Background: an optimization exercise with open tools, aiming at a short achievable clock period and few clock cycles. Do not read the settings as production practice. In this exercise RTL edits were held to simulation tests only and were not proved equivalent to the original. No run shown here takes its clock network from TritonCTS; it comes from the design's own scripts or RTL. The flow treats the clock pin as an ideal source. Dropping or thinning the clock tree relies on that and would not hold on a real chip. Power and IR drop assume default switching activity.

==> flow/design.v <==
`timescale 1ns/10ps
`default_nettype none
module axi_mem (
  input  wire        aclk,
  input  wire        arstn,
  input  wire [3:0]  arid,
  input  wire [31:0] araddr,
  input  wire [3:0]  arlen,
  input  wire [2:0]  arsize,
  input  wire        arvalid,
  output wire        arready,
  input  wire [3:0]  awid,
  input  wire [31:0] awaddr,
  input  wire [3:0]  awlen,
  input  wire [2:0]  awsize,
  input  wire        awvalid,
  output wire        awready,
  input  wire [31:0] wdata,
  input  wire [3:0]  wstrb,
  input  wire        wlast,
  input  wire        wvalid,
  output wire        wready,
  output wire [3:0]  rid,
  output wire [31:0] rdata,
  output wire [1:0]  rresp,
  output wire        rlast,
  output wire        rvalid,
  input  wire        rready,
  output wire [3:0]  bid,
  output wire [1:0]  bresp,
  output wire        bvalid,
  input  wire        bready
);
  reg [1023:0] mem;
  reg [31:0]   sb_sel;    
  reg [3:0]    sb_ben;    
  reg [31:0]   sb_data;
  integer      i;
  always @(posedge aclk) begin
    for (i = 0; i < 128; i = i + 1)
      if (sb_ben[i%4] && sb_sel[i/4]) mem[8*i +: 8] <= sb_data[8*(i%4) +: 8];
  end
  reg        r_busy;      
  wire       r_idle = ~r_busy;    
  reg        arready_q;   
  reg        r_start;     
  reg        rvalid_q;
  reg        rvalid_o;    
  reg        rlast_o;     
  reg [1:0]  ra;          
  reg [4:0]  rw;          
  reg [31:0] rsel_a, rsel_b;   
  reg        rhz, rho;    
  reg [2:0]  rsz;
  reg [3:0]  rcnt;        
  reg [3:0]  rid_q;
  reg [31:0] rdata_q, rdata_h;    
  reg        rerr_q, rerr_h, rlast_q;
  reg [3:0]  rid_h;
  wire       r_end  = rvalid_q & rready & rlast_q;
  wire       r_ld   = r_start | (rvalid_q & rready & ~rlast_q);
  wire [2:0] r_off  = (rsz == 3'd0) ? {1'b0, ra} + 3'd1 :
                      (rsz == 3'd1) ? {1'b0, ra} + 3'd2 : {1'b1, ra};
  wire       r_wc   = r_off[2];                   
  wire       r_hc   = r_wc & (rw == 5'd31);       
  wire       r_low  = (rw == 5'd31) &
                      (((rsz == 3'd1) & (ra == 2'd3)) | ((rsz == 3'd2) & (ra != 2'd0)));
  wire       r_err  = (rsz > 3'd2) | ~rhz | r_low;
  reg [31:0] r_word;
  integer    k;
  always @* begin
    r_word = 32'd0;
    for (k = 0; k < 32; k = k + 1)
      r_word = r_word | (mem[32*k +: 32] & {{16{rsel_b[k]}}, {16{rsel_a[k]}}});
  end
  always @(posedge aclk or negedge arstn) begin
    if (!arstn) begin
      r_busy   <= 1'b0;
      r_start  <= 1'b0;
      rvalid_q <= 1'b0;
      rvalid_o <= 1'b0;
    end else begin
      r_start  <= r_idle & arvalid;
      r_busy   <= r_idle ? arvalid : ~r_end;
      rvalid_q <= r_start | (rvalid_q & ~r_end);
      rvalid_o <= r_start | (rvalid_q & ~(rready & rlast_o));
    end
  end
  wire [31:0] a_dec = 32'd1 << araddr[6:2];
  wire        r_rot = r_ld & r_wc;
  always @(posedge aclk) begin
    rsel_a <= r_idle ? a_dec : r_rot ? {rsel_b[30:0], rsel_b[31]} : rsel_b;
    rsel_b <= r_idle ? a_dec : r_rot ? {rsel_a[30:0], rsel_a[31]} : rsel_a;
  end
  always @(posedge aclk) begin
    if (r_idle) begin
      ra   <= araddr[1:0];
      rw   <= araddr[6:2];
      rhz  <= araddr[31:7] == 25'd0;
      rho  <= &araddr[31:7];
      rsz  <= arsize;
      rcnt <= arlen;
    end else if (r_ld) begin
      ra   <= r_off[1:0];
      rw   <= rw + {4'd0, r_wc};
      rhz  <= r_hc ? rho : rhz;
      rho  <= rho & ~r_hc;
      rcnt <= rcnt - 4'd1;
    end
  end
  always @(posedge aclk) begin
    arready_q <= r_idle ? ~arvalid : r_end;
    rlast_q <= r_ld ? (rcnt == 4'd0) : rlast_o;
    rlast_o <= r_ld ? (rcnt == 4'd0) : rlast_q;
    rid_q   <= r_idle ? arid : rid_h;
    rid_h   <= r_idle ? arid : rid_q;
    rdata_q <= r_ld ? (r_err ? 32'd0 : r_word) : rdata_h;
    rdata_h <= r_ld ? (r_err ? 32'd0 : r_word) : rdata_q;
    rerr_q  <= r_ld ? r_err : rerr_h;
    rerr_h  <= r_ld ? r_err : rerr_q;
  end
  assign arready = arready_q;
  assign rvalid  = rvalid_o;
  assign rid     = rid_q;
  assign rdata   = rdata_q;
  assign rresp   = {rerr_q, 1'b0};
  assign rlast   = rlast_o;
  reg        w_busy;      
  wire       w_idle = ~w_busy;    
  reg        awready_q;   
  wire       w_open  = ~bvalid_q;   
  reg        wready_q;    
  reg        bvalid_q;
  reg        bvalid_o;    
  reg        bresp_q, bresp_h;   
  reg [3:0]  bid_q, bid_h;
  reg        sticky;      
  reg        a0;          
  reg        a0s;         
  reg        ws0, ws1, ws2, wsb;    
  reg [1:0]  n_off,  p_off;
  reg [31:0] n_sel;
  reg        n_w31;
  reg        n_hz;
  reg        n_ho;
  reg [3:0]  n_rem;
  reg        n_err;
  reg [3:0]  n_lane, p_lane;
  reg        n_last, p_last;
  reg        n_wc,   p_wc;
  reg        n_hc;            
  reg        p_low;           
  wire [31:0] p_sel = n_wc ? {n_sel[30:0], n_sel[31]} : n_sel;
  wire       p_w31  = n_wc ? n_sel[30] : n_w31;
  wire       p_hz   = n_hc ? n_ho : n_hz;
  wire       p_ho   = n_ho & ~n_hc;
  wire [3:0] p_rem  = n_rem - 4'd1;
  wire       p_err  = wsb | ~p_hz | (p_w31 & p_low);
  reg        sa_v;
  reg [31:0] sa_data;
  reg [3:0]  sa_strb;
  reg        sa_last;     
  reg [3:0]  sa_ben;      
  reg [31:0] sa_sel;
  wire       w_hs   = wvalid & w_open;
  wire       b_end  = bvalid_q & bready;
  function automatic [3:0] f_mask(input [2:0] sz);
    f_mask = (sz == 3'd0) ? 4'b0001 : (sz == 3'd1) ? 4'b0011 : 4'b1111;
  endfunction
  function automatic [2:0] f_off(input [2:0] sz, input [1:0] off);
    f_off = (sz == 3'd0) ? {1'b0, off} + 3'd1 :
            (sz == 3'd1) ? {1'b0, off} + 3'd2 : {1'b1, off};
  endfunction
  function automatic f_err(input [2:0] sz, input hz, input w31, input [1:0] off);
    f_err = (sz > 3'd2) | ~hz |
            (w31 & (((sz == 3'd1) & (off == 2'd3)) | ((sz == 3'd2) & (off != 2'd0))));
  endfunction
  function automatic [3:0] g_lane(input [1:0] off);
    g_lane = ws0 ? (4'b0001 << off) : ws1 ? (4'b0011 << off) : (4'b1111 << off);
  endfunction
  function automatic [2:0] g_off(input [1:0] off);
    g_off = ws0 ? {1'b0, off} + 3'd1 : ws1 ? {1'b0, off} + 3'd2 : {1'b1, off};
  endfunction
  function automatic g_err(input hz, input w31, input [1:0] off);
    g_err = wsb | ~hz | (w31 & ((ws1 & (off == 2'd3)) | (ws2 & (off != 2'd0))));
  endfunction
  wire [4:0] b_w    = awaddr[6:2];
  wire [1:0] b_o    = awaddr[1:0];
  wire       b_hz   = awaddr[31:7] == 25'd0;
  wire       b_ho   = &awaddr[31:7];
  wire       b_w31  = b_w == 5'd31;
  wire [31:0] b_sel = 32'd1 << b_w;
  wire       b_err  = f_err(awsize, b_hz, b_w31, b_o);
  wire [2:0] b_off  = f_off(awsize, b_o);
  wire       b_wc   = b_off[2];
  wire       b_hc   = b_wc & b_w31;
  wire [1:0] b1_o   = b_off[1:0];
  wire [2:0] b1_off = f_off(awsize, b1_o);
  wire [2:0] nx_o3  = g_off(n_off);
  wire [1:0] nx_off = nx_o3[1:0];
  wire [31:0] nx_sel = n_wc ? {n_sel[30:0], n_sel[31]} : n_sel;
  wire       nx_w31 = n_wc ? n_sel[30] : n_w31;
  wire       nx_hz  = (n_wc & n_w31) ? n_ho : n_hz;
  wire       nx_ho  = n_ho & ~(n_wc & n_w31);
  wire [3:0] nx_rem = n_rem - 4'd1;
  wire [2:0] nx_o4  = g_off(nx_off);
  wire [2:0] px_o3  = g_off(p_off);
  wire [1:0] px_off = px_o3[1:0];
  wire [31:0] px_sel = p_wc ? {p_sel[30:0], p_sel[31]} : p_sel;
  wire       px_w31 = p_wc ? p_sel[30] : p_w31;
  wire       px_hz  = (p_wc & p_w31) ? p_ho : p_hz;
  wire       px_ho  = p_ho & ~(p_wc & p_w31);
  wire [3:0] px_rem = p_rem - 4'd1;
  wire [2:0] px_o4  = g_off(px_off);
  wire       e_err  = a0s ? p_err  : n_err;
  wire [3:0] e_lane = a0s ? p_lane : n_lane;
  wire       e_last = a0s ? p_last : n_last;
  wire [31:0] e_sel = a0s ? p_sel  : n_sel;
  wire       e_bad  = e_err | (wlast != e_last);
  wire       bad0   = a0 & (n_err | (sa_last != n_last));
  wire       sticky_now = sticky | bad0;
  wire       b_set0 = w_idle & awvalid & w_hs & (awlen == 4'd0);
  wire       b_set1 = w_busy & w_hs & e_last;
  wire       b_next = b_set0 | b_set1 | (bvalid_q & ~bready);
  always @(posedge aclk or negedge arstn) begin
    if (!arstn) begin
      w_busy    <= 1'b0;
      bvalid_q  <= 1'b0;
      bvalid_o  <= 1'b0;
      sa_v      <= 1'b0;
    end else begin
      w_busy    <= w_idle ? awvalid : ~b_end;
      bvalid_q  <= b_next;
      bvalid_o  <= b_set0 | b_set1 | (~wready_q & ~bready);
      sa_v      <= w_hs;
    end
  end
  wire       bresp_nx = b_set0 ? (b_err | ~wlast) : (sticky_now | e_bad);
  always @(posedge aclk) begin
    awready_q <= w_idle ? ~awvalid : b_end;
    wready_q  <= ~b_next;
    bid_q     <= w_idle ? awid : bid_h;
    bid_h     <= w_idle ? awid : bid_q;
    bresp_q   <= (b_set0 | b_set1) ? bresp_nx : bresp_h;
    bresp_h   <= (b_set0 | b_set1) ? bresp_nx : bresp_q;
  end
  always @(posedge aclk) begin
    a0 <= w_idle & w_hs;
    if (w_idle | w_hs) a0s <= w_idle & w_hs;
    sticky <= w_idle ? 1'b0 : (sticky_now | (w_hs & e_bad));
    if (w_idle) begin
      ws0    <= awsize == 3'd0;
      ws1    <= awsize == 3'd1;
      ws2    <= awsize == 3'd2;
      wsb    <= awsize > 3'd2;
      n_off  <= b_o;
      n_sel  <= b_sel;
      n_w31  <= b_w31;
      n_hz   <= b_hz;
      n_ho   <= b_ho;
      n_rem  <= awlen;
      n_err  <= b_err;
      n_lane <= f_mask(awsize) << b_o;
      n_last <= awlen == 4'd0;
      n_wc   <= b_wc;
      n_hc   <= b_hc;
      p_off  <= b1_o;
      p_low  <= ((awsize == 3'd1) & (b1_o == 2'd3)) | ((awsize == 3'd2) & (b1_o != 2'd0));
      p_lane <= f_mask(awsize) << b1_o;
      p_last <= awlen == 4'd1;
      p_wc   <= b1_off[2];
    end else begin
      if (w_hs) begin                    
        n_off  <= a0s ? px_off : nx_off;
        n_sel  <= a0s ? px_sel : nx_sel;
        n_w31  <= a0s ? px_w31 : nx_w31;
        n_hz   <= a0s ? px_hz  : nx_hz;
        n_ho   <= a0s ? px_ho  : nx_ho;
        n_rem  <= a0s ? px_rem : nx_rem;
        n_err  <= a0s ? g_err(px_hz, px_w31, px_off) : g_err(nx_hz, nx_w31, nx_off);
        n_lane <= a0s ? g_lane(px_off) : g_lane(nx_off);
        n_last <= a0s ? (p_rem == 4'd1) : (n_rem == 4'd1);
        n_wc   <= a0s ? px_o4[2] : nx_o4[2];
        n_hc   <= a0s ? (px_o4[2] & px_w31) : (nx_o4[2] & nx_w31);
      end
    end
  end
  always @(posedge aclk) begin
    sa_data <= wdata;
    sa_strb <= wstrb;
    sa_last <= wlast;
    sa_ben  <= e_lane & wstrb & {4{~e_err}};
    sa_sel  <= e_sel;
    sb_data <= sa_data;
    sb_ben  <= (a0 ? (n_lane & sa_strb & {4{~n_err}}) : sa_ben) & {4{sa_v}};
    sb_sel  <= a0 ? n_sel : sa_sel;
  end
  assign awready = awready_q;
  assign wready  = wready_q;
  assign bvalid  = bvalid_o;
  assign bid     = bid_q;
  assign bresp   = {bresp_q, 1'b0};
endmodule
`default_nettype wire
==> flow/flow/run.sh <==
#!/bin/bash
# Standard ORFS flow (the standard.sh) with three changes:
# - the ports get sky130_fd_sc_hd__buf_8 buffers (sized later as usual)
#   instead of the delay cells buffer_ports picks by default;
# - before CTS, flow/move_hook.tcl moves each output's flip-flop next to the
#   port's output buffer;
# - the clock tree is built by flow/cts_hook.tcl (sourced before CTS; it
#   replaces clock_tree_synthesis): 4 root buffers on the clock port, each
#   driving the leaf buffers of one quadrant.
# The make output goes to standard_flow.log; each tool's own logs stay under
# orfs/logs.
set -euo pipefail
export FLOW_CTS_LEAVES=60
export FLOW_CTS_LEAF_CELL=sky130_fd_sc_hd__clkbuf_16
export FLOW_CTS_ROOT_CELL=sky130_fd_sc_hd__clkbuf_16
export FLOW_MOVE_OUTPUTS=1
cat flow/move_hook.tcl flow/cts_hook.tcl > pre_cts.tcl
bash standard.sh finish PRE_CTS_TCL=$PWD/pre_cts.tcl \
  BUFFER_PORTS_ARGS="-buffer_cell sky130_fd_sc_hd__buf_8" > standard_flow.log 2>&1
==> flow/flow/cts_hook.tcl <==
# Clock tree built by hand: the clock port drives 4 root buffers (one per
# quadrant of the sinks), each root drives the leaf buffers of its quadrant,
# and each leaf drives a compact, equal-sized group of flip-flop clock pins.
# Every sink sits behind exactly two buffers of the same type, so the tree is
# balanced; it replaces TritonCTS, which adds a third level.
proc my_bisect {pts nleaf} {
  # pts: list of {x y iterm}; split along the longer side into groups whose
  # sizes follow the number of leaves on each side
  if {$nleaf <= 1} { return [list $pts] }
  set xs [lmap p $pts {lindex $p 0}]
  set ys [lmap p $pts {lindex $p 1}]
  set w [expr {[tcl::mathfunc::max {*}$xs] - [tcl::mathfunc::min {*}$xs]}]
  set h [expr {[tcl::mathfunc::max {*}$ys] - [tcl::mathfunc::min {*}$ys]}]
  set k [expr {$w >= $h ? 0 : 1}]
  set s [lsort -integer -index $k $pts]
  set n [llength $s]
  set n1 [expr {$nleaf / 2}]
  set n2 [expr {$nleaf - $n1}]
  set m [expr {($n * $n1) / $nleaf}]
  return [concat [my_bisect [lrange $s 0 [expr {$m - 1}]] $n1] \
                 [my_bisect [lrange $s $m end] $n2]]
}

proc my_centroid {pts} {
  set sx 0; set sy 0
  foreach p $pts { set sx [expr {$sx + [lindex $p 0]}]; set sy [expr {$sy + [lindex $p 1]}] }
  set n [llength $pts]
  return [list [expr {$sx / $n}] [expr {$sy / $n}]]
}

proc clock_tree_synthesis {args} {
  if {[info exists ::env(FLOW_MOVE_OUTPUTS)] && $::env(FLOW_MOVE_OUTPUTS)} {
    my_move_output_flops
  }
  set nroot 4
  set nleaf $::env(FLOW_CTS_LEAVES)
  set leafcell $::env(FLOW_CTS_LEAF_CELL)
  set rootcell $::env(FLOW_CTS_ROOT_CELL)
  set db [ord::get_db]
  set block [ord::get_db_block]
  set clk [$block findNet aclk]
  set lm [$db findMaster $leafcell]
  set rm [$db findMaster $rootcell]
  set pts {}
  foreach it [$clk getITerms] {
    set bb [[$it getInst] getBBox]
    lappend pts [list [expr {([$bb xMin] + [$bb xMax]) / 2}] [expr {([$bb yMin] + [$bb yMax]) / 2}] $it]
  }
  puts "my_cts: [llength $pts] sinks, $nroot roots, $nleaf leaves"
  set per_root [expr {$nleaf / $nroot}]
  set quads [my_bisect $pts $nroot]
  set li 0
  set ri 0
  foreach q $quads {
    set rnet [odb::dbNet_create $block "clknet_root_$ri"]
    $rnet setSigType CLOCK
    set leaves [my_bisect $q $per_root]
    set lpts {}
    foreach g $leaves {
      set c [my_centroid $g]
      set inst [odb::dbInst_create $block $lm "clkbuf_leaf_$li"]
      $inst setLocation [lindex $c 0] [lindex $c 1]
      $inst setPlacementStatus PLACED
      set lnet [odb::dbNet_create $block "clknet_leaf_$li"]
      $lnet setSigType CLOCK
      foreach p $g {
        set it [lindex $p 2]
        $it disconnect
        $it connect $lnet
      }
      [$inst findITerm X] connect $lnet
      [$inst findITerm A] connect $rnet
      lappend lpts [list [lindex $c 0] [lindex $c 1]]
      puts "my_cts: leaf $li root $ri sinks [llength $g] at $c"
      incr li
    }
    set c [my_centroid $lpts]
    set rinst [odb::dbInst_create $block $rm "clkbuf_root_$ri"]
    $rinst setLocation [lindex $c 0] [lindex $c 1]
    $rinst setPlacementStatus PLACED
    [$rinst findITerm X] connect $rnet
    [$rinst findITerm A] connect $clk
    puts "my_cts: root $ri at $c"
    incr ri
  }
  global_connect
  set_propagated_clock [all_clocks]
}
==> flow/flow/move_hook.tcl <==
# Move each output's flip-flop next to the port's output buffer, so that it
# drives a short wire. The gate driving its D pin moves along, and so does
# the one other gate its Q may feed (the hold path of a copy register) with
# that copy register, if the copy feeds little else. Flip-flops whose Q feeds
# more logic stay. rdata's flip-flops go the fraction FLOW_MOVE_RDATA of the
# way (all of it if unset).
proc my_move_output_flops {} {
  set block [ord::get_db_block]
  set moved 0
  foreach bt [$block getBTerms] {
    if {[$bt getIoType] ne "OUTPUT"} { continue }
    set pnet [$bt getNet]
    if {$pnet eq "NULL"} { continue }
    set ob ""
    foreach it [$pnet getITerms] { if {[$it isOutputSignal]} { set ob [$it getInst] } }
    if {$ob eq ""} { continue }
    set a [$ob findITerm A]
    if {$a eq "NULL"} { continue }
    set qnet [$a getNet]
    if {$qnet eq "NULL"} { continue }
    set ff ""
    foreach it [$qnet getITerms] { if {[$it isOutputSignal]} { set ff [$it getInst] } }
    if {$ff eq ""} { continue }
    set mname [[$ff getMaster] getName]
    if {![string match "*__df*" $mname] && ![string match "*__edf*" $mname]} { continue }
    set loads {}
    foreach it [$qnet getITerms] { if {![$it isOutputSignal]} { lappend loads [$it getInst] } }
    set d [$ff findITerm D]
    set g ""
    if {$d ne "NULL" && [$d getNet] ne "NULL"} {
      foreach it [[$d getNet] getITerms] { if {[$it isOutputSignal]} { set g [$it getInst] } }
    }
    # besides the output buffer, Q may feed one gate (the hold path of an
    # enable): that gate and the D driver move along
    set others {}
    foreach l $loads { if {$l ne $ob} { lappend others $l } }
    if {[llength $others] > 1} { puts "my_move: keep [$ff getName] ([llength $loads] loads)"; continue }
    # rdata's flip-flops go only part of the way: their D side (the word
    # select) is long as well
    set f 1.0
    if {[string match "rdata*" [$bt getName]] && [info exists ::env(FLOW_MOVE_RDATA)]} {
      set f $::env(FLOW_MOVE_RDATA)
    }
    set ol [$ob getLocation]
    set fl [$ff getLocation]
    set x [expr {int([lindex $fl 0] + $f * ([lindex $ol 0] - [lindex $fl 0]))}]
    set y [expr {int([lindex $fl 1] + $f * ([lindex $ol 1] - [lindex $fl 1]))}]
    $ff setLocation $x $y
    foreach o $others {
      $o setLocation $x $y
      # a copy register fed by that gate moves along too
      foreach oit [$o getITerms] {
        if {![$oit isOutputSignal] || [$oit getNet] eq "NULL"} { continue }
        foreach lit [[$oit getNet] getITerms] {
          set li [$lit getInst]
          if {[$lit getMTerm] ne "NULL" && [[$lit getMTerm] getName] eq "D" && $li ne $ff} {
            set q [$li findITerm Q]
            if {$q ne "NULL" && [$q getNet] ne "NULL" && [llength [[$q getNet] getITerms]] <= 3} {
              $li setLocation $x $y
            }
          }
        }
      }
    }
    if {$g ne "" && [llength $others] == 1} { $g setLocation $x $y }
    incr moved
  }
  puts "my_move: moved $moved output flip-flops"
}
==> flow/standard.sh <==
#!/bin/bash
# synth_recipe.tcl (not shown) runs the flow's synth.tcl, then flattens the netlist and writes it again
# the make line also repeats each setting of config.mk as NAME=value (left out here)
make -C /OpenROAD-flow-scripts/flow DESIGN_CONFIG=/design/flow/config.mk WORK_HOME=/design/flow/orfs CLKGATE_MAP_FILE= SYNTH_SCRIPT=/design/flow/synth_recipe.tcl "${@:-finish}"
==> flow/config.mk <==
export PLATFORM = sky130hd
export DESIGN_NAME = axi_mem
export DESIGN_NICKNAME = axi_mem
export VERILOG_FILES = /design/flow/design.v
export SDC_FILE = /design/flow/constraint.sdc
export NUM_CORES = 4
export LEC_CHECK = 0
export CAP_MARGIN = 20
export CORE_MARGIN = 2
export CORE_UTILIZATION = 55
export PLACE_DENSITY = 0.75
export SETUP_SLACK_MARGIN = 4.0
export SLEW_MARGIN = 20
export TNS_END_PERCENT = 100
==> flow/constraint.sdc <==
create_clock -name core_clock -period 6.0 [get_ports {aclk}]
set_input_delay 1.2000 -clock core_clock [delete_from_list [all_inputs] [get_ports {aclk}]]
set_output_delay 1.2000 -clock core_clock [all_outputs]
set_load 0.01 [all_outputs]
==> metrics.yaml, run 1 <==
fin_tns_setup_ns: 0
synthArstFlopShare_pct: 0.569
ios: 180
core.rowCount: 112
syn_avg_cell_area_um2: 15.8
slowest_delay_ns: 0.40
grt_setup_unrepaired: "yes"
die_w_um: 310
ctsHoldBuffers: 0
place.detailed.hpwl_mm: 91.1
wl_mm: 152
vias: 31900
die_y_um: 310
post-place-ws_ns: 3.06
cp_cell_sequence: "buf_8"
p_total_mw: 26.9
ant_nets: 0
clk_pin_slew_ns: 0.10
route.detailed.drc: 0
critPathBufInv: 1
final_nets: 3599
syn_to_final_growth_pct: 14.9
fmax_ghz: 0.451
layout_setup_ws_ns: 3.78
clock_latency_ns: 0.50
ys.flop_type: "edfxtp_1"
io_buffers: 177
routedWlPerCell_um: 32.1
core_area_um2: 93000
antenna_found_initial: 5
post-route-min-period_ns: 2.22
fin_skew_ns: 0.0266
ys_seq_elements: 1407
slowest_stage: "dfrtp_1"
synth_area_um2: 51400
total_leakage_power_nw: 20.2
cellPowerDensity_nw_per_um2: 455
max_slew.worst_pin.slew_ns: 1.19
grt_max_degree: 73
status: "timing/DRC/antenna clean"
dr.pass1.iters: 6
setup_violations: 0
hold_viol: 0
holdCritPathClass: "register to register"
timing.slew.headroom_pct: 20.4
dieArea_um2: 96000
critical_path_class: "register to output port"
syn_inst: 3261
slew_viol_final: 0
yosysSeqAreaShare_pct: 76.3
grt_pass1_vias: 30500
viasPerCell: 6.76
drive_gt1_share_pct: 20.2
grt_usage_pct: 30.5
maxCapViolations: 0
start_util_pct: 55.3
fin_util_pct: 63.5
crit_path_max_fanout: 1
ir_drop_uv: 281
critPathLaunchType: "register"
arrival_ns: 1.02
ys_types: 62
crit_family: "flip-flops"
worstPathRequired_ns: 4.80
fin_hold_ws_ns: 0.327
place.gp.congestion: 0.897
synth_edf_count: 1103
drt-initial-drc-count: 5215
worst_setup_path_end_kind: "output port"
grt.overflow.total: 0
ys_warn_count: 1
grt_pass1_wl_mm: 212
finalCritPeriodShare_pct: 36.9
[kinds of logic (layout without fill, tap and decap cells)]
group | Yosys count | in the layout | share of synthesized area, %
buffers and inverters | 241 | 429 | 1.87
other | 1 | 15 | 0.00729
AOI/OAI and AO/OA | 769 | 770 | 10.9
xor gates and xnor gates | 18 | 18 | 0.307
adders and majority gates | 15 | 15 | 0.360
muxes | 180 | 180 | 3.69
DFF | 1407 | 1407 | 76.3
and+or+nand+nor | 630 | 632 | 6.53
[Yosys cell counts (15+ instances only)]
cell,number,share of area (%)
a21o_1,75,1.1
a21oi_1,23,0.22
nor3_1,15,0.15
nor4_1,47,0.57
inv_1,27,0.20
nand2_1,164,1.2
clkbuf_1,152,1.1
buf_1,41,0.30
a32o_1,29,0.56
nand4_1,143,1.7
o21ai_0,80,0.78
dfxtp_1,296,12
and2_1,135,1.6
a22oi_1,513,7.5
edfxtp_1,1103,64
nand3_1,19,0.18
mux2_2,72,1.6
nor2_1,64,0.47
mux2i_1,107,2.1
[worst reg2reg max path, delay by kind of cell (launching register included)]
kind            cells  cell delay (ns)
simple gates        3             1.02
buf+inv             1             0.16
compound gates      2             0.39
flops               1             0.35
[metrics by stage]
stage,instances,cell area (µm²)
after CTS,4653,58100
after floorplan,3262,51900
after detailed placement,4563,55800
final,4720,59100
after global placement,4563,55800
after global routing,4709,59100
[power by group]
group / switching [mW] / total [mW] / internal, mW / leakage (nW)
combinational: 5.32 / 8.91 / 3.60 / 6.85
clock: 2.77 / 4.66 / 1.89 / 0.789
sequential: 1.33 / 13.3 / 12.0 / 12.6
total: 9.41 / 26.9 / 17.4 / 20.2
[cells in the final DEF, fill, tap and decap left out, types with 72 or more instances in the layout]
cell type,instances
mux2_2,72
and2_1,129
buf_8,181
a21o_1,75
edfxtp_1,1103
dfxtp_1,212
buf_4,115
nand4_1,143
dfxtp_2,77
a22oi_1,485
mux2i_1,107
nand2_1,160
[what timing repair did]
item	4_1_cts	5_1_grt
setup endpoints to repair	289	375
pin swaps	23	49
resized for setup	141	119
gates cloned	4	1
setup buffers	22	51
[registers in the layout, summed over array words and instances (netlist names), 5 cells and up]
register and flops:
mem 1024, n_sel 32, rdata_h 32, rdata_q 32, rsel_a 32, rsel_b 32
rw 5, sa_data 32, sa_sel 32, sb_data 32, sb_sel 32
[path summary, 6_finish.rpt]
path | start | end | slack (ns) | cells after the start
min in group asynchronous | arstn | r_busy | 0.52 | 1
min reg2reg | sa_data[3] | sb_data[3] | 0.33 | 0
max in group asynchronous | arstn | w_busy | 5.29 | 1
max reg2reg | rsel_b[12] | rdata_q[21] | 3.98 | 6
min | sa_data[3] | sb_data[3] | 0.33 | 0
max | rvalid_o | rvalid | 3.78 | 1
[final cells by class]
class                           instances  area [µm²]
Sequential cell                      1407       39400
Fill cell                            6545       34000
Multi-Input combinational cell       1617       12100
Timing Repair Buffer                  337        4270
Buffer                                 64        1600
Tap cell                             1254        1570
Inverter                               28         105
Antenna cell                           13        32.5
[layer usage]
layer  track usage (%)  vias up  share of wire (%)
met5             0.657        -                  0
met4              10.9        0                4.7
met3              6.76      402                 14
met2              49.5     2483                 46
met1              40.8    15900                 35
li1                  -    13200                  -
Testbench counts, summed over its fixed seeds: cycles 84,364.
==> inputs of run 2 (changes only) <==
--- a/flow/flow/run.sh
+++ b/flow/flow/run.sh
@@ -11,7 +11,7 @@
 # orfs/logs.
 set -euo pipefail
-export FLOW_CTS_LEAVES=60
+export FLOW_CTS_LEAVES=52
 export FLOW_CTS_LEAF_CELL=sky130_fd_sc_hd__clkbuf_16
-export FLOW_CTS_ROOT_CELL=sky130_fd_sc_hd__clkbuf_16
+export FLOW_CTS_ROOT_CELL=sky130_fd_sc_hd__buf_16
 export FLOW_MOVE_OUTPUTS=1
 cat flow/move_hook.tcl flow/cts_hook.tcl > pre_cts.tcl
==> run 2 against run 1 <==
Global-route usage fell by 0.096 points. Largest power group unchanged. Hold slack got worse by 0.0048 ns. Critical endpoint unchanged. Largest cell class unchanged. Via count fell by 0.75%. Die area did not move.
==> metrics.yaml, run 2 <==
status: "timing/DRC/antenna clean"
die_w_um: 310
synth-simple-area-share_pct: 6.53
synth_edf_count: 1103
cellPowerDensity_nw_per_um2: 451
vias: 31700
final_nets: 3580
worstPathRequired_ns: 4.80
core_area_um2: 93000
clk_pin_slew_ns: 0.11
io_buffers: 177
place.gp.congestion: 0.897
critPathLaunchType: "register"
slew_viol_final: 0
worstReg2RegEnd: "rdata_h[26]"
start_util_pct: 55.3
critPathBufInv: 1
fin_skew_ns: 0.0293
grt_pass1_vias: 30400
ys_seq_elements: 1407
place_area_um2: 55800
largest_reg_flops: 1024
synth_top_area_share_pct: 64.4
reg2reg_slack_ns: 3.94
arrival_ns: 0.99
reg2regPathDepth: 7
hold_depth: 0
syn_avg_cell_area_um2: 15.8
holdCritPathClass: "register to register"
timing.slew.headroom_pct: 15.7
synth-compound-area-share_pct: 10.9
ios: 180
route.detailed.drc: 0
largest_register: "mem"
dieArea_um2: 96000
fill_cells: 6549
maxCapViolations: 0
drt-initial-drc-count: 5375
grt.overflow.total: 0
fin_util_pct: 63.2
slowest_delay_ns: 0.41
final_cell_mix: "edfxtp_1, a22oi_1, dfxtp_1, buf_8, nand2_1"
viasPerCell: 6.74
hold_path_startpoint: "sa_data[3]"
final_common_cell: "edfxtp_1"
ir_drop_uv: 249
max_slew.worst_pin.slew_ns: 1.26
finalCritPeriodShare_pct: 36.5
r2r-start: "rsel_b[12]"
dr.pass1.iters: 6
synth_most_common_cell: "edfxtp_1"
hold_viol: 0
synth_commonest_cells: "edfxtp_1, a22oi_1, dfxtp_1, nand2_1, clkbuf_1"
grt_usage_pct: 30.4
synthArstFlopShare_pct: 0.569
cp.depth: 1
synthMuxAreaShare_pct: 3.69
critical_path_class: "register to output port"
crit_family: "flip-flops"
post-route-min-period_ns: 2.19
slowest_stage: "dfrtp_1"
routedWlPerCell_um: 32.0
drive_gt1_share_pct: 19.9
syn_inst: 3261
setup_violations: 0
grt_max_degree: 73
core.rowCount: 112
synth_xor_area_share_pct: 0.307
clock_latency_ns: 0.45
fin_tns_setup_ns: 0
cp_cell_sequence: "buf_8"
place.detailed.hpwl_mm: 91.1
ant_nets: 0
min_to: "sb_data[3]"
total_leakage_power_nw: 20.0
ys_warn_count: 1
ys_types: 62
die_y_um: 310
yosysSeqAreaShare_pct: 76.3
worst_setup_path_end_kind: "output port"
placed_cells: 4563
ys.flop_type: "edfxtp_1"
syn_to_final_growth_pct: 14.4
fmax_ghz: 0.457
post_layout_nonfiller_instances: 4698
netlist_top_cells_area: "edfxtp_1, dfxtp_1, a22oi_1, mux2i_1, nand4_1"
grt_setup_unrepaired: "yes"
wl_mm: 150
synthAdderAreaFrac_pct: 0.360
grt_pass1_wl_mm: 211
synth_top_family_by_area: "compound AO/OA/AOI/OAI gates"
design_area_um2: 58800
synth_top_area_cell: "edfxtp_1"
antenna_found_initial: 5
synth_area_um2: 51400
crit_path_max_fanout: 1
==> run 2: cell counts after synthesis <==
No cell type changed its count.
==> run 2: stage by stage <==
stage | worst slack [ns] | power (mW) | hold WS (ns)
final | 3.81 | 26.6 | 0.323
after detailed placement | 3.06 | 20.9 | 0.312
after floorplan | 3.66 | 16.9 | 0.310
after CTS | 3.80 | 25.7 | 0.329
after global routing | 3.80 | 27.3 | 0.328
after global placement | 3.11 | 20.7 | 0.312
==> run 2: worst max path at each step <==
stage	from	endpoint
4_1_cts	rvalid_o	rvalid
5_1_grt	rvalid_o	rvalid
3_5_place_dp	n_wc	bresp_h
3_3_place_gp	n_wc	bresp_q
6_report	rvalid_o	rvalid
2_1_floorplan	awsize[2]	p_low
==> run 2: cell families (layout without fill, tap and decap cells) <==
| kind of cell | Yosys count | count (layout) |
|---|---|---|
| AO/OA/AOI/OAI | 769 | 770 |
| XOR/XNOR | 18 | 18 |
| adder cells (fa/ha/maj) | 15 | 15 |
| buffers and inverters | 241 | 409 |
| flip-flops | 1407 | 1407 |
| multiplexers | 180 | 180 |
| other | 1 | 12 |
| AND/OR/NAND/NOR | 630 | 633 |
==> run 2: what timing repair did <==
action,in CTS,in global routing
setup endpoints to repair,307,366
resized for setup,145,110
buffers inserted,25,34
gates cloned,5,3
hold buffers,0,0
pin swaps,30,53
==> run 2: final cells by class <==
cell class / count / area [µm²] / area share (%)
multi-input cells: 1618 / 12200 / 20.7
plain buffers: 56 / 1410 / 2.40
well taps: 1254 / 1570 / 2.67
diodes: 10 / 25.0 / 0.0425
flip-flops and latches: 1407 / 39400 / 66.9
repair buffers: 325 / 4190 / 7.12
inverters: 28 / 105 / 0.179
==> run 2: where the power goes <==
| group | leakage, nW | switching (mW) | internal, mW |
|---|---|---|---|
| registers | 12.6 | 1.31 | 12.0 |
| clock network | 0.692 | 2.72 | 1.71 |
| logic | 6.80 | 5.29 | 3.57 |
==> run 2: routing by layer <==
layer	up-vias	global-route usage (%)	part of all wire, %	wire [µm]
met3	383	7.16	14	21000
met4	0	10.3	4.3	6520
li1	13100	-	-	-
met1	15800	40.8	35	53000
met2	2377	49.2	46	69800
met5	-	0.657	0	0
==> inputs of run 3 (changes only) <==
--- a/flow/flow/run.sh
+++ b/flow/flow/run.sh
@@ -11,5 +11,5 @@
 # orfs/logs.
 set -euo pipefail
-export FLOW_CTS_LEAVES=52
+export FLOW_CTS_LEAVES=56
 export FLOW_CTS_LEAF_CELL=sky130_fd_sc_hd__clkbuf_16
 export FLOW_CTS_ROOT_CELL=sky130_fd_sc_hd__buf_16
--- a/flow/config.mk
+++ b/flow/config.mk
@@ -9,5 +9,5 @@
 export CORE_MARGIN = 2
 export CORE_UTILIZATION = 55
-export PLACE_DENSITY = 0.75
+export PLACE_DENSITY = 0.8
 export SETUP_SLACK_MARGIN = 4.0
 export SLEW_MARGIN = 20
==> run 3 against run 2 <==
Die area did not move. Highest routed layer is now met5. Combinational power is 0.7% lower. Routed wire length barely moved. Largest cell class unchanged. Sequential power is essentially flat. Register-to-register slack improved by 0.05 ns. Setup slack got worse by 0.014 ns. Hold slack gained 0.0074 ns. Flip-flop and latch count unchanged. Critical path type unchanged.
==> metrics.yaml, run 3 <==
slew_viol_final: 0
ys_types: 62
ys_seq_elements: 1407
drt-initial-drc-count: 5585
core_area_um2: 93000
crit_family: "flip-flops"
slowest_stage: "dfrtp_1"
cp_cell_sequence: "buf_8"
holdCritPathClass: "register to register"
ctsHoldBuffers: 0
largest_reg_flops: 1024
die_w_um: 310
ir_drop_uv: 310
ys.flop_type: "edfxtp_1"
dieArea_um2: 96000
route.detailed.drc: 0
fin_util_pct: 63.3
syn_inst: 3261
fin_tns_setup_ns: 0
setup_violations: 0
slowest_delay_ns: 0.41
netlist_top_cells_area: "edfxtp_1, dfxtp_1, a22oi_1, mux2i_1, nand4_1"
core.rowCount: 112
io_buffers: 177
synth_most_common_cell: "edfxtp_1"
p_total_mw: 26.6
start_util_pct: 55.3
cellPowerDensity_nw_per_um2: 452
status: "timing/DRC/antenna clean"
worstPathRequired_ns: 4.80
maxCapViolations: 0
synth_edf_count: 1103
max_slew.worst_pin.slew_ns: 1.20
placed_cells: 4555
final_nets: 3567
total_leakage_power_nw: 20.0
ant_nets: 0
fmax_ghz: 0.454
grt_setup_unrepaired: "yes"
critPathBufInv: 1
grt_max_degree: 80
timing.slew.headroom_pct: 19.8
clk_pin_slew_ns: 0.10
post_layout_nonfiller_instances: 4683
grt.overflow.total: 0
syn_to_final_growth_pct: 14.5
yosysSeqAreaShare_pct: 76.3
grt_pass1_vias: 30800
crit_path_max_fanout: 1
place_area_um2: 55700
synth_commonest_cells: "edfxtp_1, a22oi_1, dfxtp_1, nand2_1, clkbuf_1"
fin_hold_ws_ns: 0.330
arrival_ns: 1.00
fill_cells: 6335
finalCritPeriodShare_pct: 36.7
drive_gt1_share_pct: 20.0
ios: 180
fin_skew_ns: 0.0359
critPathLaunchType: "register"
critical_path_class: "register to output port"
syn_avg_cell_area_um2: 15.8
viasPerCell: 6.83
design_area_um2: 58900
synth_top_area_cell: "edfxtp_1"
dr.pass1.iters: 9
ys_warn_count: 1
post-place-ws_ns: 3.09
synth_top_area_share_pct: 64.4
antenna_found_initial: 6
post-route-min-period_ns: 2.20
layout_setup_ws_ns: 3.80
vias: 32000
place.detailed.hpwl_mm: 89.3
synthArstFlopShare_pct: 0.569
worst_setup_path_end_kind: "output port"
wl_mm: 150
place.gp.congestion: 0.917
grt_pass1_wl_mm: 210
final_cell_mix: "edfxtp_1, a22oi_1, dfxtp_1, buf_8, nand2_1"
routedWlPerCell_um: 32.1
hold_viol: 0
largest_register: "mem"
synth_area_um2: 51400
grt_usage_pct: 30.3
clock_latency_ns: 0.47
final_common_cell: "edfxtp_1"
die_y_um: 310
==> run 3: layout make-up <==
type / instances / area [µm²] / share of cell area (%)
flip-flops and latches: 1407 / 39400 / 66.8
multi-input cells: 1617 / 12300 / 20.9
repair buffers: 309 / 4000 / 6.80
well taps: 1254 / 1570 / 2.66
plain buffers: 60 / 1510 / 2.57
inverters: 28 / 111 / 0.189
diodes: 8 / 20.0 / 0.0340
==> run 3: logic make-up (layout without fill, tap and decap cells) <==
| family | count (synthesis) | count (layout) | synth area share, % |
|---|---|---|---|
| buffers and inverters | 241 | 397 | 1.87 |
| adders and majority gates | 15 | 15 | 0.360 |
| other | 1 | 10 | 0.00729 |
| AOI/OAI and AO/OA | 769 | 769 | 10.9 |
| and+or+nand+nor | 630 | 633 | 6.53 |
| DFF | 1407 | 1407 | 76.3 |
| xor gates and xnor gates | 18 | 18 | 0.307 |
| muxes | 180 | 180 | 3.69 |
==> run 3: what timing repair did <==
action | in CTS | in global routing
setup endpoints to repair | 296 | 322
cloned | 1 | 7
pin swaps | 23 | 55
setup buffers | 27 | 25
resized for setup | 132 | 147
==> run 3: worst paths after layout <==
kind / from / to / slack, ns / cells after the start
hold / removal: sa_data[1] / sb_data[1] / 0.33 / 0
max in group asynchronous: arstn / w_busy / 5.27 / 1
min in group asynchronous: arstn / r_busy / 0.53 / 1
setup reg to reg: rsel_a[25] / rdata_h[14] / 3.99 / 6
setup / recovery: rvalid_o / rvalid / 3.80 / 1
hold reg to reg: sa_data[1] / sb_data[1] / 0.33 / 0
==> run 3: routing by layer <==
metal  up-vias  global-route usage (%)  part of all wire [%]
met5         -                       0                0.0086
met4         2                    12.9                   5.7
met3       528                    8.04                    14
met2      2703                    48.5                    46
met1     15700                    39.2                    34
li1      13100                       -                     -
==> run 3: report_power, final <==
part           switching [mW]  leakage [nW]  internal, mW  total [mW]
clock network            2.73         0.741          1.81        4.55
logic                    5.26          6.73          3.54        8.80
registers                1.33          12.6          12.0        13.3
==> inputs of run 4 (changes only) <==
--- a/flow/config.mk
+++ b/flow/config.mk
@@ -9,5 +9,5 @@
 export CORE_MARGIN = 2
 export CORE_UTILIZATION = 55
-export PLACE_DENSITY = 0.8
+export PLACE_DENSITY = 0.75
 export SETUP_SLACK_MARGIN = 4.0
 export SLEW_MARGIN = 20
==> run 4 against run 3 <==
Still clean on timing, DRC and antenna. Clock power is essentially flat. Maximum frequency is 1.1% higher. Sequential share of layout area barely moved. Setup slack improved by 0.024 ns. Utilization barely moved. Cell area about the same. Critical path type unchanged. Critical endpoint unchanged. Largest power group unchanged.
==> metrics.yaml, run 4 <==
status: "timing/DRC/antenna clean"
drive_gt1_share_pct: 20.0
vias: 31800
m1WireLength_mm: 53.0
fin_tns_setup_ns: 0
fin_skew_ns: 0.0234
maxCapViolations: 0
dieArea_um2: 96000
routedWlPerCell_um: 32.0
crit_path_max_fanout: 1
ant_nets: 0
synth_top_area_share_pct: 64.4
switching_share_pct: 35.1
grt_pass1_vias: 30500
ys_seq_elements: 1407
synth_top_area_cell: "edfxtp_1"
final_common_cell: "edfxtp_1"
final_nets: 3589
seqPwrFrac_pct: 49.7
ir_drop_uv: 263
cp_cell_sequence: "buf_8"
slowest_stage: "dfrtp_1"
critical_path_class: "register to output port"
startpoint: "rvalid_o"
highest_layer: "met5"
grt_setup_unrepaired: "yes"
critPathLaunchType: "register"
arrival_ns: 0.98
critPathBufInv: 1
clock_latency_ns: 0.46
timing.slew.headroom_pct: 20.0
syn_to_final_growth_pct: 14.6
ys.flop_type: "edfxtp_1"
worstPathRequired_ns: 4.80
viasPerCell: 6.75
synthArstFlopShare_pct: 0.569
syn_inst: 3261
synth_commonest_cells: "edfxtp_1, a22oi_1, dfxtp_1, nand2_1, clkbuf_1"
largest_register: "mem"
ys_types: 62
post-place-ws_ns: 3.06
grt_max_degree: 73
route.detailed.drc: 0
antenna_found_initial: 5
yosysSeqAreaShare_pct: 76.3
internal-power_mw: 17.3
die_w_um: 310
synth_area_um2: 51400
p_total_mw: 26.7
wl_mm: 151
post-route-min-period_ns: 2.18
netlist_top_cells_area: "edfxtp_1, dfxtp_1, a22oi_1, mux2i_1, nand4_1"
final_cell_mix: "edfxtp_1, a22oi_1, dfxtp_1, buf_8, nand2_1"
combPwrFrac_pct: 33.3
fin_hold_ws_ns: 0.323
max_slew.worst_pin.slew_ns: 1.20
layout_setup_ws_ns: 3.82
worst_setup_path_end_kind: "output port"
finalCritPeriodShare_pct: 36.4
cellPowerDensity_nw_per_um2: 454
synth_edf_count: 1103
crit_family: "flip-flops"
r2r-start: "rsel_b[4]"
p_switching_mw: 9.39
dr_wl_met3_mm: 21.1
grt_usage_pct: 30.5
grt.overflow.total: 0
post_layout_nonfiller_instances: 4710
ios: 180
io_buffers: 177
design_area_um2: 58900
core_area_um2: 93000
clkPwrFrac_pct: 17.0
total_leakage_power_nw: 20.1
hold_viol: 0
syn_avg_cell_area_um2: 15.8
core.rowCount: 112
setup_violations: 0
holdCritPathClass: "register to register"
synth_most_common_cell: "edfxtp_1"
place_area_um2: 55800
fmax_ghz: 0.458
hold_path_startpoint: "sa_data[3]"
place.detailed.hpwl_mm: 91.1
clk_pin_slew_ns: 0.10
die_y_um: 310
largest_reg_flops: 1024
dr.pass1.iters: 6
place.gp.congestion: 0.897
drt-initial-drc-count: 5377
wl_met2_mm: 70.3
slew_viol_final: 0
grt_pass1_wl_mm: 212
ys_warn_count: 1
slowest_delay_ns: 0.40
start_util_pct: 55.3
placed_cells: 4563
fin_util_pct: 63.3
run 4: timing repair:
| item | CTS | global route |
|---|---|---|
| resized for setup | 143 | 106 |
| pin swaps | 28 | 51 |
| gates cloned | 4 | 5 |
| setup buffers | 33 | 31 |
| hold buffers | 0 | 0 |
| endpoints found under the setup margin | 266 | 448 |
run 4: worst paths after layout:
path                                to  slack, ns  cells after the start
min in group asynchronous       r_busy       0.55                      1
max in group asynchronous       w_busy       5.25                      1
min reg2reg                 sb_data[3]       0.32                      0
max reg2reg                rdata_q[20]       3.94                      6
min                         sb_data[3]       0.32                      0
max                             rvalid       3.82                      1
run 4: routing by layer:
metal / track usage [%] / up-vias
met4: 10.6 / 6
met5: 0 / -
met1: 40.9 / 15800
li1: - / 13200
met2: 49.5 / 2475
met3: 6.81 / 364
run 4: final cells by class:
type / instances / area [µm²]
Antenna cell: 13 / 32.5
Buffer: 60 / 1510
Fill cell: 6550 / 34100
Inverter: 28 / 105
Multi-Input combinational cell: 1619 / 12200
Sequential cell: 1407 / 39400
Tap cell: 1254 / 1570
Timing Repair Buffer: 329 / 4160
run 4: logic make-up (layout without fill, tap and decap cells):
| group | after synthesis | after routing | synth area share (%) |
|---|---|---|---|
| adder cells (fa/ha/maj) | 15 | 15 | 0.360 |
| buffers and inverters | 241 | 417 | 1.87 |
| flip-flops | 1407 | 1407 | 76.3 |
| other | 1 | 15 | 0.00729 |
| XOR/XNOR | 18 | 18 | 0.307 |
| multiplexers | 180 | 180 | 3.69 |
| AO/OA/AOI/OAI | 769 | 770 | 10.9 |
| AND/OR/NAND/NOR | 630 | 634 | 6.53 |
run 4: power groups by stage:
stage / registers (mW) / clock network, mW / logic [mW]
global route: 13.3 / 4.86 / 9.27
finish: 13.3 / 4.55 / 8.91
detailed placement: 13.4 / 0 / 7.49
CTS: 13.2 / 4.53 / 8.21
global placement: 13.3 / 0 / 7.36
floorplan: 12.6 / 0 / 4.31
==> inputs of run 5 (changes only) <==
--- a/flow/config.mk
+++ b/flow/config.mk
@@ -8,5 +8,5 @@
 export CAP_MARGIN = 20
 export CORE_MARGIN = 2
-export CORE_UTILIZATION = 55
+export CORE_UTILIZATION = 50
 export PLACE_DENSITY = 0.75
 export SETUP_SLACK_MARGIN = 4.0
==> run 5 against run 4 <==
Still clean on timing, DRC and antenna. Synthesized cell count did not move. Routed wire length fell by 0.44%. Final cell count rose by 2.3%. Critical endpoint unchanged. Largest cell class unchanged. Highest routed layer unchanged.
==> metrics.yaml, run 5 <==
max_slew.worst_pin.slew_ns: 1.19
slowest_delay_ns: 0.41
place.detailed.hpwl_mm: 88.9
total_leakage_power_nw: 20.2
fin_tns_setup_ns: 0
drt-initial-drc-count: 5263
synth_top_area_cell: "edfxtp_1"
ant_nets: 0
clk_pin_slew_ns: 0.10
cp_cell_sequence: "buf_8"
start_util_pct: 50.5
die_w_um: 325
core.rowCount: 117
slowest_stage: "dfrtp_1"
synth_top_area_share_pct: 64.4
fin_util_pct: 58.2
ys_seq_elements: 1407
place.gp.congestion: 0.900
hold_viol: 0
syn_avg_cell_area_um2: 15.8
cellPowerDensity_nw_per_um2: 455
synth_top_family_by_area: "compound AO/OA/AOI/OAI gates"
die_y_um: 325
design_area_um2: 59300
holdCritPathClass: "register to register"
fmax_ghz: 0.456
synthArstFlopShare_pct: 0.569
ir_drop_uv: 272
synthAdderAreaFrac_pct: 0.360
arrival_ns: 0.99
wl_mm: 150
dr.pass1.iters: 5
maxCapViolations: 0
crit_path_max_fanout: 1
final_cell_mix: "edfxtp_1, a22oi_1, dfxtp_1, buf_8, nand2_1"
status: "timing/DRC/antenna clean"
ios: 180
core_area_um2: 102000
final_common_cell: "edfxtp_1"
grt_setup_unrepaired: "yes"
critPathLaunchType: "register"
p_switching_mw: 9.53
synth-simple-area-share_pct: 6.53
largest_reg_flops: 1024
ys.flop_type: "edfxtp_1"
syn_to_final_growth_pct: 15.2
ys_warn_count: 1
dieArea_um2: 105000
place_area_um2: 55900
timing.slew.headroom_pct: 20.7
grt.overflow.total: 0
syn_inst: 3261
route.detailed.drc: 0
seqPwrFrac_pct: 49.1
synth-compound-area-share_pct: 10.9
combPwrFrac_pct: 34.1
clock_latency_ns: 0.46
fin_hold_ws_ns: 0.321
routedWlPerCell_um: 31.2
worstPathRequired_ns: 4.80
critical_path_class: "register to output port"
post-route-min-period_ns: 2.19
finalCritPeriodShare_pct: 36.6
synth_most_common_cell: "edfxtp_1"
final_nets: 3584
largest_register: "mem"
viasPerCell: 6.62
grt_pass1_wl_mm: 212
antenna_found_initial: 7
worst_setup_path_end_kind: "output port"
clkPwrFrac_pct: 16.8
slew_viol_final: 0
netlist_top_cells_area: "edfxtp_1, dfxtp_1, a22oi_1, mux2i_1, nand4_1"
grt_usage_pct: 27.3
synth_xor_area_share_pct: 0.307
critPathBufInv: 1
switching_share_pct: 35.4
vias: 31900
grt_pass1_vias: 30500
grt_max_degree: 79
ys_types: 62
io_buffers: 177
synthMuxAreaShare_pct: 3.69
drive_gt1_share_pct: 20.0
yosysSeqAreaShare_pct: 76.3
fin_skew_ns: 0.0221
internal-power_mw: 17.4
synth_commonest_cells: "edfxtp_1, a22oi_1, dfxtp_1, nand2_1, clkbuf_1"
synth_area_um2: 51400
synth_edf_count: 1103
crit_family: "flip-flops"
setup_violations: 0
==> run 5: cell counts after synthesis <==
No cell type changed its count.
==> run 5: power groups by stage <==
stage | logic [mW] | registers, mW | clock network (mW)
floorplan | 4.31 | 12.6 | 0
global placement | 7.37 | 13.3 | 0
detailed placement | 7.46 | 13.3 | 0
CTS | 8.47 | 13.1 | 4.52
global route | 9.57 | 13.3 | 4.83
finish | 9.19 | 13.2 | 4.54
==> run 5: path summary, 6_finish.rpt <==
path                       startpoint           to  slack, ns  depth (start not counted)
max                          rvalid_o       rvalid       3.81                          1
max in group asynchronous       arstn       w_busy       5.26                          1
min reg2reg                sa_data[5]   sb_data[5]       0.32                          0
min                        sa_data[5]   sb_data[5]       0.32                          0
min in group asynchronous       arstn     bvalid_q       0.56                          1
max reg2reg                rsel_a[24]  rdata_q[11]       3.93                          6
==> run 5: cell type report <==
cell class                 count  area (µm²)
antenna                       10        25.0
fill                        7451       42600
inverter                      28         110
tap                         1368        1710
timing repair buffer         326        4190
multi-input combinational   1617       12300
sequential                  1407       39400
buffer                        60        1510
==> run 5: per-stage QoR <==
step | setup WS (ns) | instances | power (mW)
floorplan | 3.66 | 3262 | 16.9
global placement | 3.31 | 4674 | 20.6
detailed placement | 3.27 | 4674 | 20.8
CTS | 3.79 | 4780 | 26.1
global route | 3.78 | 4809 | 27.7
finish | 3.81 | 4816 | 27.0
==> run 5: logic make-up (layout without fill, tap and decap cells) <==
group,count (synthesis),after routing
AO/OA/AOI/OAI,769,769
XOR/XNOR,18,18
adder cells (fa/ha/maj),15,15
buffers and inverters,241,414
flip-flops,1407,1407
multiplexers,180,180
other,1,12
AND/OR/NAND/NOR,630,633
==> run 5: what timing repair did <==
| item | CTS | global route |
|---|---|---|
| buffers inserted | 40 | 19 |
| hold buffers | 0 | 0 |
| pin swaps | 33 | 51 |
| setup endpoints to repair | 357 | 359 |
| gates resized for setup | 189 | 101 |
| endpoints found under the hold margin | 0 | 0 |
| gates cloned | 6 | 5 |
==> run 5: metal layers <==
layer,up-vias,wire length (µm),track usage (%)
li1,13100,-,-
met1,15800,53400,36.8
met2,2525,69100,43.8
met3,405,21200,6.52
met4,4,6490,9.24
met5,-,128,0
==> inputs of run 6 (changes only) <==
--- a/flow/flow/run.sh
+++ b/flow/flow/run.sh
@@ -1,5 +1,5 @@
 #!/bin/bash
 # Standard ORFS flow (the standard.sh) with three changes:
-# - the ports get sky130_fd_sc_hd__buf_8 buffers (sized later as usual)
+# - the ports get sky130_fd_sc_hd__buf_6 buffers (sized later as usual)
 #   instead of the delay cells buffer_ports picks by default;
 # - before CTS, flow/move_hook.tcl moves each output's flip-flop next to the
@@ -17,3 +17,3 @@
 cat flow/move_hook.tcl flow/cts_hook.tcl > pre_cts.tcl
 bash standard.sh finish PRE_CTS_TCL=$PWD/pre_cts.tcl \
-  BUFFER_PORTS_ARGS="-buffer_cell sky130_fd_sc_hd__buf_8" > standard_flow.log 2>&1
+  BUFFER_PORTS_ARGS="-buffer_cell sky130_fd_sc_hd__buf_6" > standard_flow.log 2>&1
--- a/flow/flow/cts_hook.tcl
+++ b/flow/flow/cts_hook.tcl
@@ -2,6 +2,6 @@
 # quadrant of the sinks), each root drives the leaf buffers of its quadrant,
 # and each leaf drives a compact, equal-sized group of flip-flop clock pins.
-# Every sink sits behind exactly two buffers of the same type, so the tree is
-# balanced; it replaces TritonCTS, which adds a third level.
+# Every sink sits behind exactly one root and one leaf buffer, so the tree
+# is balanced; it replaces TritonCTS, which adds a third level.
 proc my_bisect {pts nleaf} {
   # pts: list of {x y iterm}; split along the longer side into groups whose
--- a/flow/config.mk
+++ b/flow/config.mk
@@ -8,5 +8,5 @@
 export CAP_MARGIN = 20
 export CORE_MARGIN = 2
-export CORE_UTILIZATION = 50
+export CORE_UTILIZATION = 55
 export PLACE_DENSITY = 0.75
 export SETUP_SLACK_MARGIN = 4.0
==> run 6 against run 5 <==
Still clean on timing, DRC and antenna. Combinational power fell by 2%. Global-route usage rose by 3.0 points. Utilization rose by 4.9 points. Cell area fell by 0.92%. Synthesized cell count unchanged. Via count fell by 0.69%. Die area decreased by 9.0%. Critical path depth unchanged. Register-to-register slack barely moved. Power decreased by 0.53%. Synthesized area did not move.
==> metrics.yaml, run 6 <==
multi_input_area_um2: 12300
worst_setup_path_end_kind: "output port"
use_met3_pct: 8.71
wl_mm: 151
routedWlPerCell_um: 32.1
gr-usage-met2_pct: 49.5
r2r-start: "rsel_a[31]"
crit_family: "flip-flops"
grt.overflow.total: 0
io_buffers: 177
fin_skew_ns: 0.0135
synthArstFlopShare_pct: 0.569
arrival_ns: 0.99
core.rowCount: 112
grt_setup_unrepaired: "yes"
top_usage_layer: "met2"
slowest_stage: "dfrtp_1"
seqPwrFrac_pct: 49.4
crit_path_max_fanout: 1
die_w_um: 310
dieArea_um2: 96000
syn_to_final_growth_pct: 14.1
timing.slew.headroom_pct: 20.0
cellPowerDensity_nw_per_um2: 457
maxCapViolations: 0
grt.met1_usage_pct: 39.2
ios: 180
grt_pass1_wl_mm: 208
fin_tns_setup_ns: 0
critPathLaunchType: "register"
p_switching_mw: 9.46
ys_warn_count: 1
route.detailed.drc: 0
combPwrFrac_pct: 33.6
ir_drop_uv: 269
syn_inst: 3261
fmax_ghz: 0.456
finalCritPeriodShare_pct: 36.5
final_cell_mix: "edfxtp_1, a22oi_1, dfxtp_1, buf_6, nand2_1"
grt_max_degree: 79
synth_top_area_share_pct: 64.4
internal-power_mw: 17.4
drt-initial-drc-count: 5212
status: "timing/DRC/antenna clean"
synth_area_um2: 51400
setup_violations: 0
die_y_um: 310
yosysSeqAreaShare_pct: 76.3
total_leakage_power_nw: 20.0
syn_avg_cell_area_um2: 15.8
ctsHoldBuffers: 0
post-route-min-period_ns: 2.19
antenna_found_initial: 10
dr.pass1.iters: 7
holdCritPathClass: "register to register"
vias: 31700
largest_register: "mem"
start_util_pct: 55.3
max_slew.worst_pin.slew_ns: 1.20
place.gp.congestion: 0.894
synth_most_common_cell: "edfxtp_1"
clock_latency_ns: 0.46
startpoint: "rvalid_o"
netlist_top_cells_area: "edfxtp_1, dfxtp_1, a22oi_1, mux2i_1, nand4_1"
ys.flop_type: "edfxtp_1"
ys_seq_elements: 1407
core_area_um2: 93000
grt_usage_pct: 30.3
worstPathRequired_ns: 4.80
largest_reg_flops: 1024
slowest_delay_ns: 0.41
critPathBufInv: 1
synth_commonest_cells: "edfxtp_1, a22oi_1, dfxtp_1, nand2_1, clkbuf_1"
switching_share_pct: 35.3
ys_types: 62
fin_util_pct: 63.1
place.detailed.hpwl_mm: 90.3
final_nets: 3595
synth_edf_count: 1103
ant_nets: 0
fill_cells: 6478
clk_pin_slew_ns: 0.10
grt_pass1_vias: 30100
viasPerCell: 6.72
clkPwrFrac_pct: 17.0
hold_path_startpoint: "sa_data[31]"
slew_viol_final: 0
cp_cell_sequence: "buf_6"
drive_gt1_share_pct: 20.6
regArea_um2: 39400
final_common_cell: "edfxtp_1"
synth_top_area_cell: "edfxtp_1"
critical_path_class: "register to output port"
hold_viol: 0
==> run 6: cell counts after synthesis <==
Identical to the previous run, type by type.
==> run 6: path summary, 6_finish.rpt <==
kind,end,slack [ns],cells past startpoint
setup / recovery,rvalid,3.81,1
hold / removal,sb_data[31],0.33,0
setup reg to reg,rdata_q[11],3.94,6
hold reg to reg,sb_data[31],0.33,0
max in group asynchronous,w_busy,5.23,1
min in group asynchronous,bvalid_o,0.57,1
==> run 6: power groups by stage <==
| stage | Sequential, mW | Clock, mW | Combinational (mW) |
|---|---|---|---|
| finish | 13.2 | 4.55 | 9.02 |
| global route | 13.3 | 4.84 | 9.41 |
| CTS | 13.1 | 4.54 | 8.19 |
| detailed placement | 13.3 | 0 | 7.38 |
| global placement | 13.3 | 0 | 7.27 |
| floorplan | 12.6 | 0 | 4.31 |
==> run 6: area by class of cell <==
class / count / area share, %
flip-flops and latches: 1407 / 67.1
multi-input cells: 1617 / 20.9
repair buffers: 337 / 6.52
well taps: 1254 / 2.67
plain buffers: 60 / 2.57
inverters: 28 / 0.183
diodes: 7 / 0.0298
==> run 6: stage by stage <==
| step | worst slack, ns | std cells | hold slack, ns | cell area [µm²] | total power [mW] |
|---|---|---|---|---|---|
| after floorplan | 3.66 | 3262 | 0.310 | 51900 | 16.9 |
| after global placement | 3.11 | 4562 | 0.311 | 55100 | 20.5 |
| after detailed placement | 3.07 | 4562 | 0.312 | 55100 | 20.7 |
| after CTS | 3.81 | 4665 | 0.334 | 57600 | 25.9 |
| after global routing | 3.79 | 4704 | 0.337 | 58700 | 27.6 |
| final | 3.81 | 4710 | 0.330 | 58700 | 26.8 |
==> run 6: kinds of logic after synthesis <==
family | after synthesis | share of synthesized area, %
buffers and inverters | 241 | 1.87
DFF | 1407 | 76.3
xor gates and xnor gates | 18 | 0.307
and+or+nand+nor | 630 | 6.53
muxes | 180 | 3.69
AOI/OAI and AO/OA | 769 | 10.9
other | 1 | 0.00729
adders and majority gates | 15 | 0.360
==> run 6: metal layers <==
metal / up-vias / routed length [µm]
met5: - / 87
met4: 6 / 6150
met3: 353 / 20800
met2: 2290 / 71200
met1: 15900 / 52800
li1: 13100 / -
==> run 6: what timing repair did <==
action	in CTS	in global routing
setup buffers	38	35
gates resized for setup	167	156
pin swaps	23	63
cloned	5	3
endpoints found under the setup margin	293	360
==> inputs of run 7 (changes only) <==
--- a/flow/flow/run.sh
+++ b/flow/flow/run.sh
@@ -1,5 +1,5 @@
 #!/bin/bash
 # Standard ORFS flow (the standard.sh) with three changes:
-# - the ports get sky130_fd_sc_hd__buf_6 buffers (sized later as usual)
+# - the ports get sky130_fd_sc_hd__buf_4 buffers (sized later as usual)
 #   instead of the delay cells buffer_ports picks by default;
 # - before CTS, flow/move_hook.tcl moves each output's flip-flop next to the
@@ -17,3 +17,3 @@
 cat flow/move_hook.tcl flow/cts_hook.tcl > pre_cts.tcl
 bash standard.sh finish PRE_CTS_TCL=$PWD/pre_cts.tcl \
-  BUFFER_PORTS_ARGS="-buffer_cell sky130_fd_sc_hd__buf_6" > standard_flow.log 2>&1
+  BUFFER_PORTS_ARGS="-buffer_cell sky130_fd_sc_hd__buf_4" > standard_flow.log 2>&1
==> run 7 against run 6 <==
Maximum frequency increased by 0.71%. First-iteration DRC count rose by 3.9%. Final cell count down 0.57%. Cell area down 1.7%. Global-route usage up 0.31 points. Routed wire length is 0.17% higher. Clock skew grew 0.014 ns. Via count down 0.43%. Power is 1.2% lower. Critical path type unchanged. Largest power group unchanged.
==> metrics.yaml, run 7 <==
finalCritPeriodShare_pct: 36.3
final_nets: 3566
ant_nets: 0
r2r-start: "rsel_a[30]"
place_area_um2: 54400
dr_wl_met3_mm: 20.5
io_buffers: 177
final_cell_mix: "edfxtp_1, a22oi_1, dfxtp_1, buf_4, nand2_1"
cellPowerDensity_nw_per_um2: 459
slowest_delay_ns: 0.40
p_total_mw: 26.5
fin_util_pct: 62.0
worstPathRequired_ns: 4.80
synthArstFlopShare_pct: 0.569
endpoint: "rvalid"
yosysSeqAreaShare_pct: 76.3
route.detailed.drc: 0
drt-initial-drc-count: 5417
clock_latency_ns: 0.46
place.gp.congestion: 0.899
critPathBufInv: 1
ys_warn_count: 1
arrival_ns: 0.98
fmax_ghz: 0.460
die_y_um: 310
grt_pass1_vias: 30400
largest_reg_flops: 1024
maxCapViolations: 0
drive_gt1_share_pct: 19.7
ys_types: 62
fin_tns_setup_ns: 0
hold_viol: 0
synth_most_common_cell: "edfxtp_1"
ys.flop_type: "edfxtp_1"
cp_cell_sequence: "buf_6"
holdCritPathClass: "register to register"
netlist_top_cells_area: "edfxtp_1, dfxtp_1, a22oi_1, mux2i_1, nand4_1"
grt_usage_pct: 30.6
design_area_um2: 57700
crit_path_max_fanout: 1
dieArea_um2: 96000
synth_area_um2: 51400
antenna_found_initial: 5
slowest_stage: "dfrtp_1"
syn_avg_cell_area_um2: 15.8
clk_pin_slew_ns: 0.10
startpoint: "rvalid_o"
largest_register: "mem"
synth_commonest_cells: "edfxtp_1, a22oi_1, dfxtp_1, nand2_1, clkbuf_1"
total_leakage_power_nw: 19.6
final_common_cell: "edfxtp_1"
highest_layer: "met5"
timing.slew.headroom_pct: 23.0
routedWlPerCell_um: 32.3
ios: 180
cp.depth: 1
m1WireLength_mm: 53.9
fin_skew_ns: 0.0270
wl_met2_mm: 69.7
syn_to_final_growth_pct: 12.2
vias: 31500
start_util_pct: 55.3
grt.overflow.total: 0
status: "timing/DRC/antenna clean"
critical_path_class: "register to output port"
synth_top_area_cell: "edfxtp_1"
die_w_um: 310
ys_seq_elements: 1407
reg2reg_slack_ns: 3.95
layout_setup_ws_ns: 3.82
setup_violations: 0
worstReg2RegEnd: "rdata_q[12]"
post-route-min-period_ns: 2.18
max_slew.worst_pin.slew_ns: 1.15
core_area_um2: 93000
post-place-ws_ns: 3.33
grt_setup_unrepaired: "yes"
syn_inst: 3261
place.detailed.hpwl_mm: 90.6
grt_max_degree: 79
ctsHoldBuffers: 0
synth_edf_count: 1103
core.rowCount: 112
wl_mm: 151
crit_family: "flip-flops"
dr.pass1.iters: 8
synth_top_area_share_pct: 64.4
grt_pass1_wl_mm: 212
viasPerCell: 6.73
slew_viol_final: 0
worst_setup_path_end_kind: "output port"
reg2regPathDepth: 6
critPathLaunchType: "register"
ir_drop_uv: 239
[run 7: worst min path at each step]
stage                 from           to  slack (ns)  depth (start not counted)
2_1_floorplan   sa_data[0]   sb_data[0]        0.31                          0
3_3_place_gp   sa_data[26]  sb_data[26]        0.31                          0
3_5_place_dp   sa_data[24]  sb_data[24]        0.31                          0
4_1_cts         sa_data[3]   sb_data[3]        0.33                          0
5_1_grt         sa_data[3]   sb_data[3]        0.32                          0
6_report        sa_data[3]   sb_data[3]        0.32                          0
[run 7: area by class of cell]
type / count / area (µm²)
flip-flops and latches: 1407 / 39400
diodes: 9 / 22.5
plain buffers: 60 / 1510
fillers: 6571 / 35300
well taps: 1254 / 1570
multi-input cells: 1616 / 12200
repair buffers: 309 / 2940
inverters: 28 / 108
[run 7: layer usage]
layer  up-vias  GRT usage [%]
met5         -              0
met4         2           11.9
met3       388           6.78
met2      2341           48.9
met1     15700           41.3
li1      13100              -
[run 7: timing repair]
| item | in CTS | in global routing |
|---|---|---|
| cloned | 3 | 3 |
| setup buffers | 24 | 21 |
| resized for setup | 203 | 131 |
| pin swaps | 30 | 47 |
| endpoints found under the setup margin | 337 | 299 |
[run 7: power breakdown]
| group | internal [mW] | leakage [nW] | total (mW) | switching, mW |
|---|---|---|---|---|
| Sequential | 12.0 | 12.6 | 13.2 | 1.28 |
| Combinational | 3.37 | 6.33 | 8.71 | 5.34 |
| Clock | 1.82 | 0.741 | 4.56 | 2.74 |
| Total | 17.1 | 19.6 | 26.5 | 9.36 |
[run 7: through the flow]
stage | instances | hold slack (ns)
2_1_floorplan | 3262 | 0.310
3_3_place_gp | 4561 | 0.312
3_5_place_dp | 4561 | 0.312
4_1_cts | 4648 | 0.325
5_1_grt | 4674 | 0.324
6_report | 4683 | 0.322
[run 7: cells by family (layout without fill, tap and decap cells)]
group	after synthesis	after routing	synth area share [%]
DFF	1407	1407	76.3
AOI/OAI and AO/OA	769	769	10.9
and+or+nand+nor	630	632	6.53
buffers and inverters	241	397	1.87
muxes	180	180	3.69
xor gates and xnor gates	18	18	0.307
adders and majority gates	15	15	0.360
other	1	11	0.00729

==> port drivers added, routing unchanged <==
The results above use ideal ports. As a check the final layouts listed here were re-extracted and re-timed, cells and wires unchanged. Step 1, drivers: a clkbuf_16 drives aclk and a buf_2 each remaining input, both assumed. Step 2 moves the port delays by t, midway between the first and last clock arrival at a register: inputs arrive t later, outputs are due t later. That takes back most of the time a late clock gives input paths. a / b / c = ideal ports / drivers / drivers and shift; a / b = the first two.
| run | t, ns | setup WS [ns] | hold WS [ns] | pins driven straight from the clock port |
|---|---|---|---|---|
| run 1 | 0.637 | 3.783 / 3.630 / 3.457 | 0.327 / 0.327 / 0.327 | 4 |
| run 2 | 0.615 | 3.809 / 3.634 / 3.480 | 0.323 / 0.323 / 0.323 | 4 |
| run 3 | 0.622 | 3.795 / 3.623 / 3.433 | 0.330 / 0.330 / 0.330 | 4 |
| run 4 | 0.619 | 3.819 / 3.651 / 3.427 | 0.323 / 0.323 / 0.323 | 4 |
| run 5 | 0.625 | 3.806 / 3.629 / 3.443 | 0.321 / 0.321 / 0.321 | 4 |
| run 6 | 0.620 | 3.809 / 3.637 / 3.429 | 0.330 / 0.330 / 0.330 | 4 |
| run 7 | 0.625 | 3.824 / 3.651 / 3.417 | 0.322 / 0.322 / 0.322 | 4 |
After both steps setup and hold are still met in every run listed. For run 7, which loses most, drivers alone change the setup slack by -0.173 ns; drivers and shift together by -0.407 ns.
